This is an optimization exercise on Yosys and OpenROAD, whose aim is small area, a short achievable clock period and few clock cycles per item, not a production implementation. RTL that was checked went through simulation tests only; none was proved equivalent to the original. For run 2, only the layout was checked, not whether the RTL still works.

## flow/design.v (module list and top-level ports; edited modules follow where they fit)
// module dense_layer: 2886 lines
// module dl_fa: 10 lines
// module dl_ha: 9 lines
module dense_layer #(
    parameter int NUM_INPUTS    = 4,
    parameter int NUM_OUTPUTS   = 4,
    parameter int FP_TOTAL_BITS = 16,
    parameter int FP_FRAC_BITS  = 8
) (
    input  logic                                                      clk,
    input  logic                                                      reset,
    input  logic                                                      start,
    input  logic [NUM_INPUTS-1:0][FP_TOTAL_BITS-1:0]                  input_vector,
    input  logic [NUM_OUTPUTS-1:0][NUM_INPUTS-1:0][FP_TOTAL_BITS-1:0] weight_matrix,
    input  logic [NUM_OUTPUTS-1:0][FP_TOTAL_BITS-1:0]                 bias_vector,
    output logic [NUM_OUTPUTS-1:0][FP_TOTAL_BITS-1:0]                 layer_out,
    output logic                                                      busy,
    output logic                                                      done
);
  // ...
==> flow/flow/run.sh <==
#!/bin/bash
# Own flow: the standard layout (standard.sh, unchanged synthesis), with
#  - port buffers of the smallest buffer cell instead of the default delay cell,
#  - a larger setup repair margin, so timing repair works towards a shorter period.
# Every tool writes its full output under orfs/logs/; make's own output goes to flow.log here.
set -uo pipefail
MARGIN=$(cat flow/margin.txt 2>/dev/null || echo 5)
bash standard.sh finish \
  "BUFFER_PORTS_ARGS=-buffer_cell sky130_fd_sc_hd__buf_1" \
  "SETUP_SLACK_MARGIN=$MARGIN" > flow.log 2>&1
rc=$?
cp -r orfs/logs flow_logs 2>/dev/null || true
exit $rc
==> flow/flow/margin.txt <==
5
==> flow/standard.sh <==
#!/bin/bash
# synth_recipe.tcl (not shown) runs the flow's synth.tcl, then flattens the netlist and writes it again
# the make line also repeats each setting of config.mk as NAME=value (left out here)
make -C /OpenROAD-flow-scripts/flow DESIGN_CONFIG=/design/flow/config.mk WORK_HOME=/design/flow/orfs CLKGATE_MAP_FILE= SYNTH_SCRIPT=/design/flow/synth_recipe.tcl "${@:-finish}"
==> flow/config.mk <==
export PLATFORM = sky130hd
export DESIGN_NAME = dense_layer
export DESIGN_NICKNAME = dense_layer
export VERILOG_FILES = /design/flow/design.v
export SDC_FILE = /design/flow/constraint.sdc
export NUM_CORES = 4
export LEC_CHECK = 0
export ABC_AREA = 1
export CAP_MARGIN = 20
export CORE_MARGIN = 2
export CORE_UTILIZATION = 40
export CTS_CLUSTER_DIAMETER = 120
export CTS_CLUSTER_SIZE = 22
export SETUP_SLACK_MARGIN = 5
export SLEW_MARGIN = 20
export SYNTH_HIERARCHICAL = 1
export SYNTH_MINIMUM_KEEP_SIZE = 0
==> flow/constraint.sdc <==
create_clock -name core_clock -period 10.0 [get_ports {clk}]
set_input_delay 2.0000 -clock core_clock [delete_from_list [all_inputs] [get_ports {clk}]]
set_output_delay 2.0000 -clock core_clock [all_outputs]
set_load 0.01 [all_outputs]
==> out/qor.csv, run 1 <==
stage,metric,value,unit
yosys,synth.area.mux_share,0.754,%
clocking,clk_path_buf_depth,3,
placement,place_area,44500,um2
final_layout,final_cells,5820,
yosys,synthAdderAreaFrac,27.4,%
run,maxCapViolCount,0,
floorplan,die_w,327,um
setup_path,path_class,reg -> out,
sta,holdWs,0.417,ns
floorplan,tap_cells,1380,
setup_path,r2r-start,e_neg[0],
placement,io_buffers,452,
yosys,ys.flop_type,dfxtp_1,
yosys,ys_seq_area_share,36.1,%
drt,viasPerCell,5.27,
grt,grt_max_degree,108,
floorplan,core-area,104000,um2
setup_path,reg2reg_depth,6,
yosys,synth_compound_area_share,8.17,%
final_layout,seq_share,33.0,%
min_path,hold_depth,2,
sta,slew_headroom,25.8,%
placement,gp_congestion,1.06,
outcome,status,"complete, no violations",
yosys,synth_async_sr_flop_share,0,%
yosys,synth_area_per_cell,10.1,um2
final_layout,final_common_cell,nand2_1,
yosys,synth.top_cell.area_share,25.5,%
clocking,clkTransAtPathRegs,0.09,ns
sta,rsz0062_at_grt,no,
min_path,hold_class,reg -> reg,
final_layout,multi_input_area_share,54.1,%
sta,finalHoldViolCount,0,
sta,finClkSkew,0.0433,ns
yosys,synth_top_family_by_area,adder cells,
Testbench counts, summed over its fixed seeds: cycles 3,576, items 512.
==> run 2: changes to the inputs <==
--- a/flow/design.v
+++ b/flow/design.v
@@ -20,20 +20,18 @@
     logic [3:0][7:0] e_one, e_two, e_neg;    
     logic [7:0] e_one0, e_one1, e_one2, e_one3, e_two0, e_two1, e_two2, e_two3, e_neg0, e_neg1, e_neg2, e_neg3;
     assign {e_one3, e_one2, e_one1, e_one0} = e_one;
     assign {e_two3, e_two2, e_two1, e_two0} = e_two;
     assign {e_neg3, e_neg2, e_neg1, e_neg0} = e_neg;
     logic [3:0][15:0] wr0, wr1, wr2, wr3;
     logic [15:0] br0, br1, br2, br3;
     logic [15:0] w0_0, w0_1, w0_2, w0_3, b0r;
-    logic [15:0] r_out0, r_out1, r_out2;
+    logic [3:0][15:0] r_out;
     logic [33:0] fa_a, fa_b, sum;
-    logic [15:0] r_sum;
-    logic        sat_hi, sat_lo, r_sat_hi, r_sat_lo;
     logic [15:0] y;
     always_ff @(posedge clk) begin
         if (!reset) begin
             r_busy <= 1'b0;
             r_done <= 1'b0;
             r_cnt  <= '0;
         end else begin
             r_done <= 1'b0;
@@ -2858,34 +2856,33 @@
     dl_fa u_s1666 (.a(s1540), .b(c1601), .c(s1602), .s(s1666), .co(c1667));
     dl_fa u_s1668 (.a(c1541), .b(c1603), .c(s1604), .s(s1668), .co(c1669));
     assign fa_a = {1'b1, c1605, c1667, c1665, c1663, c1661, c1659, c1657, c1655, c1653, c1651, c1649, c1647, c1645, c1643, c1641, c1639, c1637, c1635, c1633, c1631, c1629, c1627, c1625, c1623, c1621, c1619, c1617, c1615, c1613, c1611, c1609, c1607, s1542};
     assign fa_b = {1'b0, c1669, s1668, s1666, s1664, s1662, s1660, s1658, s1656, s1654, s1652, s1650, s1648, s1646, s1644, s1642, s1640, s1638, s1636, s1634, s1632, s1630, s1628, s1626, s1624, s1622, s1620, s1618, s1616, s1614, s1612, s1610, s1608, s1606};
     always_ff @(posedge clk) begin
         pipe1 <= {c1421, c1419, pp544, pp408, pp272, pp136, s1420, s1418, c1417, c1415, c1413, c1255, s1416, s1414, s1412, c1411, c1409, c1407, s1410, s1408, s1406, c1405, c1403, c1401, s1404, s1402, s1400, c1399, c1397, c1395, s1398, s1396, s1394, c1393, c1391, c1389, s1392, s1390, s1388, c1387, c1385, c1383, s1386, s1384, s1382, c1381, c1379, c1377, s1380, s1378, s1376, c1375, c1373, c1371, s1374, s1372, s1370, c1369, c1367, c1365, s1368, s1366, s1364, c1363, c1361, c1359, s1362, s1360, s1358, c1357, c1355, c1353, s1356, s1354, s1352, c1351, c1349, c1347, s1350, s1348, s1346, c1345, c1343, c1341, s1344, s1342, s1340, c1339, c1337, c1335, s1338, s1336, s1334, c1333, c1331, c1329, s1332, s1330, s1328, c1327, c1325, c1323, s1326, s1324, s1322, c1321, c1319, c1317, s1320, s1318, s1316, c1315, c1313, c1311, s1314, s1312, s1310, c1309, c1307, c1305, s1308, s1306, s1304, c1303, c1301, c1299, s1302, s1300, s1298, c1297, c1295, c1293, s1296, s1294, s1292, c1291, c1289, c1287, s1290, s1288, s1286, c1285, c1283, c1281, s1284, s1282, s1280, c1279, c1277, c1275, s1278, s1276, s1274, c1273, c1271, c1269, s1272, s1270, s1268, c1267, c1265, c1263, s1266, s1264, s1262, c1261, c1259, s1064, s1260, s1258, s1062, s1060, e_neg3[1], pp426, c1257, pp410, pp274, pp138, pp2, s1256, e_neg3[0], pp409, e_neg2[0], pp273, e_neg1[0]};
     end
     assign sum = fa_a + fa_b;
-    assign sat_hi = (sum[33:23] != {11{sum[33]}}) & ~sum[33];
-    assign sat_lo = (sum[33:23] != {11{sum[33]}}) & sum[33];
-    always_ff @(posedge clk) begin
-        if (r_busy) begin
-            r_sum    <= sum[23:8];
-            r_sat_hi <= sat_hi;
-            r_sat_lo <= sat_lo;
-        end
+    always_comb begin
+        if (sum[33:23] == {11{sum[33]}})
+            y = sum[23:8];
+        else if (sum[33])
+            y = 16'h8000;
+        else
+            y = 16'h7fff;
     end
-    assign y = r_sat_hi ? 16'h7fff : (r_sat_lo ? 16'h8000 : r_sum);
     always_ff @(posedge clk) begin
         if (r_busy) begin
-            r_out0 <= r_out1;
-            r_out1 <= r_out2;
-            r_out2 <= y;
+            r_out[0] <= r_out[1];
+            r_out[1] <= r_out[2];
+            r_out[2] <= r_out[3];
+            r_out[3] <= y;
         end
     end
-    assign layer_out = {y, r_out2, r_out1, r_out0};
+    assign layer_out = r_out;
     assign busy      = r_busy;
     assign done      = r_done;
 endmodule
 module dl_fa (
     input  logic a,
     input  logic b,
     input  logic c,
     output logic s,
==> flow/run.sh (new file) <==
#!/bin/bash
# synth_recipe.tcl (not shown) runs the flow's synth.tcl, then flattens the netlist and writes it again
# the make line also repeats each setting of config.mk as NAME=value (left out here)
make -C /OpenROAD-flow-scripts/flow DESIGN_CONFIG=/design/flow/config.mk WORK_HOME=/design/flow/orfs CLKGATE_MAP_FILE= SYNTH_SCRIPT=/design/flow/synth_recipe.tcl finish
==> flow/config.mk (replaced) <==
export PLATFORM = sky130hd
export DESIGN_NAME = dense_layer
export DESIGN_NICKNAME = dense_layer
export VERILOG_FILES = /design/flow/design.v
export SDC_FILE = /design/flow/constraint.sdc
export NUM_CORES = 4
export LEC_CHECK = 0
export ABC_AREA = 1
export CAP_MARGIN = 20
export CORE_MARGIN = 2
export CORE_UTILIZATION = 40
export SETUP_SLACK_MARGIN = 5
export SLEW_MARGIN = 20
export SYNTH_HIERARCHICAL = 1
export SYNTH_MINIMUM_KEEP_SIZE = 0
removed: flow/flow/run.sh
removed: flow/flow/margin.txt
removed: flow/standard.sh
==> run 2 against run 1 <==
Still clean. Critical path depth rose by 15. Fmax fell by 9.8%. Die area rose by 0.52%. Clock skew fell by 0.0035 ns. Synthesized area rose by 0.52%. Count of clock-buffer cells in the layout rose by 49.
==> out/qor.csv, run 2 <==
stage,metric,value,unit,change
yosys,synth_edf_count,160,,
floorplan,dieArea,108000,um2,
sta,fin_crit_sh,44.9,%,
sta,tns,0,ns,
sta,holdWs,0.418,ns,+0.00159 ns
sta,rsz0062_at_grt,no,,
floorplan,initial_core_util,40.5,%,
setup_path,reg2reg_depth,17,,+11
sta,slew_headroom,21.3,%,-4.6 points
sta,finClkSkew,0.0399,ns,-0.00347 ns
final_layout,final_cell_mix,"nand2_1 (1074), fa_1 (533), xor2_1 (523)",,
run,maxCapViolCount,0,,unchanged
setup_path,required,10.50,ns,
yosys,synthTopCellsByArea,"fa_1 (25%), dfxtp_1 (24%), edfxtp_1 (11%), xor2_1 (11%), nand2_1 (9.6%)",,
grt,grt.overflow.total,0,,
clocking,cts-root-buf,clkbuf_16,,
floorplan,die_y,328,um,
yosys,synth.top_cell.area_share,25.4,%,-0.13 points
clocking,cts_made_buffers,74,,
yosys,synthCells,4200,,
floorplan,die_w,328,um,+0.26%
floorplan,rows,118,,
outcome,status,"complete, no violations",,
yosys,yosysWarnings,7,,
grt,grt_pass1_vias,31800,,
setup_path,crit_path_end_kind,flip-flop,,
drt,drt_wl_total,146,mm,
yosys,synth_most_common_cell,nand2_1,,
drt,drcViolationCount,0,,
final_layout,layout-drive-gt1-share,4.44,%,
setup_path,cp_data_arrival_time,5.00,ns,
drt,vias,31200,,
clocking,post_cts_buffers,0,,
grt,grt_pass1_wl,213,mm,
clocking,cts_num_sinks,670,,
drt,viasPerCell,5.23,,-0.74%
drt,wire_per_inst,24.6,um,
final_layout,nNetsFinal,5499,,
setup_path,critPathLaunchType,flip-flop,,
sta,finalCriticalPeriod,4.49,ns,
setup_path,path_class,reg -> reg,,
clocking,clk_path_buf_depth,3,,unchanged
floorplan,core-area,104000,um2,+0.14%
sta,fmax,0.223,GHz,
clocking,htreeDepth,3,,
grt,grt_max_degree,163,,+51%
sta,worst_pin_slew,1.18,ns,
final_layout,largest_register,pipe1,,
drt,drt_iter0_markers,2868,,
drt,dr.pass1.iters,5,,
final_layout,final_common_cell,nand2_1,,
clocking,cts_tree,done,,
setup_path,crit_fanout,15,,
grt,grt_usage,27.1,%,
yosys,synth_top_area_cell,fa_1,,
min_path,hold_class,reg -> reg,,
placement,dp_hpwl,114,mm,
clocking,clkTransAtPathRegs,0.06,ns,-0.03 ns
yosys,ys_seq_area_share,35.7,%,-0.33 points
drt,postRouteAntennaNets,0,,
grt,antenna_found_initial,9,,
yosys,mappedNetlistArea,42000,um2,
final_layout,num-fill-cells,9797,,
yosys,synth-seq-cells,670,,
yosys,synth_async_sr_flop_share,0,%,unchanged
yosys,ys_top_cells_by_count,"nand2_1 (1074), fa_1 (533), xor2_1 (523), dfxtp_1 (510), o22ai_1 (480)",,
sta,finalSetupViolCount,0,,
yosys,synth_area_per_cell,10.0,um2,-1.2%
yosys,ys.flop_type,dfxtp_1,,
sta,maxSlewViolCount,0,,
placement,io_buffers,452,,unchanged
yosys,synth_cell_types,37,,
sta,finalHoldViolCount,0,,unchanged
final_layout,largest_register_ffs,185,,
final_layout,syn2layout_area_growth,19.0,%,
placement,gp_congestion,1.01,,-5.0%
min_path,hold_depth,2,,unchanged
floorplan,pin_count,453,,
final_layout,seq_area,15000,um2,
clocking,ctsResizeCount,0,,
final_layout,multiInputGateArea,25000,um2,
clocking,hold_buffers,0,,
clocking,clkLatencyLatePin,0.67,ns,
run 2: per-stage QoR:
step	std cells	setup WS (ns)	util, %	cell area, um2
global placement	5820	5.51	45.8	47600
floorplan	4206	5.31	-	42000
CTS	5954	5.45	48.1	50000
detailed placement	5820	5.49	45.8	47600
global route	5957	5.15	48.2	50000
finish	5957	5.51	48.2	50000
run 2: logic make-up (layout without fill, tap and decap cells):
kind of cell	after synthesis	count (layout)	synth area share (%)
other	1	10	0.00893
xor gates and xnor gates	561	561	11.7
DFF	670	670	35.7
buffers and inverters	539	907	4.90
AOI/OAI and AO/OA	552	552	8.08
muxes	28	28	0.750
adders and majority gates	596	596	27.3
and+or+nand+nor	1253	1253	11.6
run 2: routing by layer:
metal	routed length, um	global-route usage (%)	vias up
met1	58000	34.6	15200
met2	66300	42.7	1498
met5	0	0	-
met3	12300	5.77	338
met4	9730	15.8	0
li1	-	-	14200
run 2: worst max-delay path: stages, from the launching register on:
cell	delay (ns)
dfxtp_1	0.32
fa_1	0.49
fa_1	0.55
fa_1	0.42
ha_1	0.37
nand2_1	0.15
nor2_2	0.29
nand2_1	0.14
nand2_1	0.14
inv_1	0.05
nand2_1	0.16
nand2_1	0.12
nand3_1	0.09
nand2_1	0.14
xor2_1	0.19
nor2_2	0.47
nand3_1	0.14
nand2_1	0.10
run 2: final timing paths:
kind / startpoint / end / slack [ns]
max: pipe1[80] / r_out[58] / 5.51
min: wr1[8] / wr0[8] / 0.42
max reg2reg: pipe1[80] / r_out[58] / 5.51
min reg2reg: wr1[8] / wr0[8] / 0.42
run 2: cell type report:
type / instances / share of cell area (%)
Antenna cell: 3 / 0.0150
Clock buffer: 105 / 4.22
Clock inverter: 29 / 0.621
Inverter: 293 / 2.22
Multi-Input combinational cell: 2997 / 50.0
Sequential cell: 670 / 30.0
Tap cell: 1380 / 3.45
Timing Repair Buffer: 480 / 9.47
run 2: per-module statistics from Yosys, one instance, submodules excluded:
module,area (um2),copies in the design
dense_layer,31000,1
dl_ha,12.5,29
dl_fa,20.0,533

re-timing with driven ports:
No port has a modelled driver above. Below, the same layouts with a new extraction and two added sets of constraints.
Step 1: set_driving_cell puts a clkbuf_16 on clk and a buf_2 on each other input, an assumption about the parent block.
Step 2 moves the port delays by t, midway between the first and last clock arrival at a register: inputs arrive t later, outputs are due t later. That takes back most of the time a late clock gives input paths.
a / b / c = ideal / step 1 / step 2; a / b = the first two.
run | t, ns | setup WS [ns] | hold slack, ns | cell pins on the clock port's net
run 1 | 0.712 | 5.948 / 5.876 / 5.967 | 0.417 / 0.417 / 0.417 | 1
run 2 | 0.723 | 5.506 / 5.506 / 5.506 | 0.418 / 0.418 / 0.418 | 1
After both steps setup and hold are still met in every run listed.
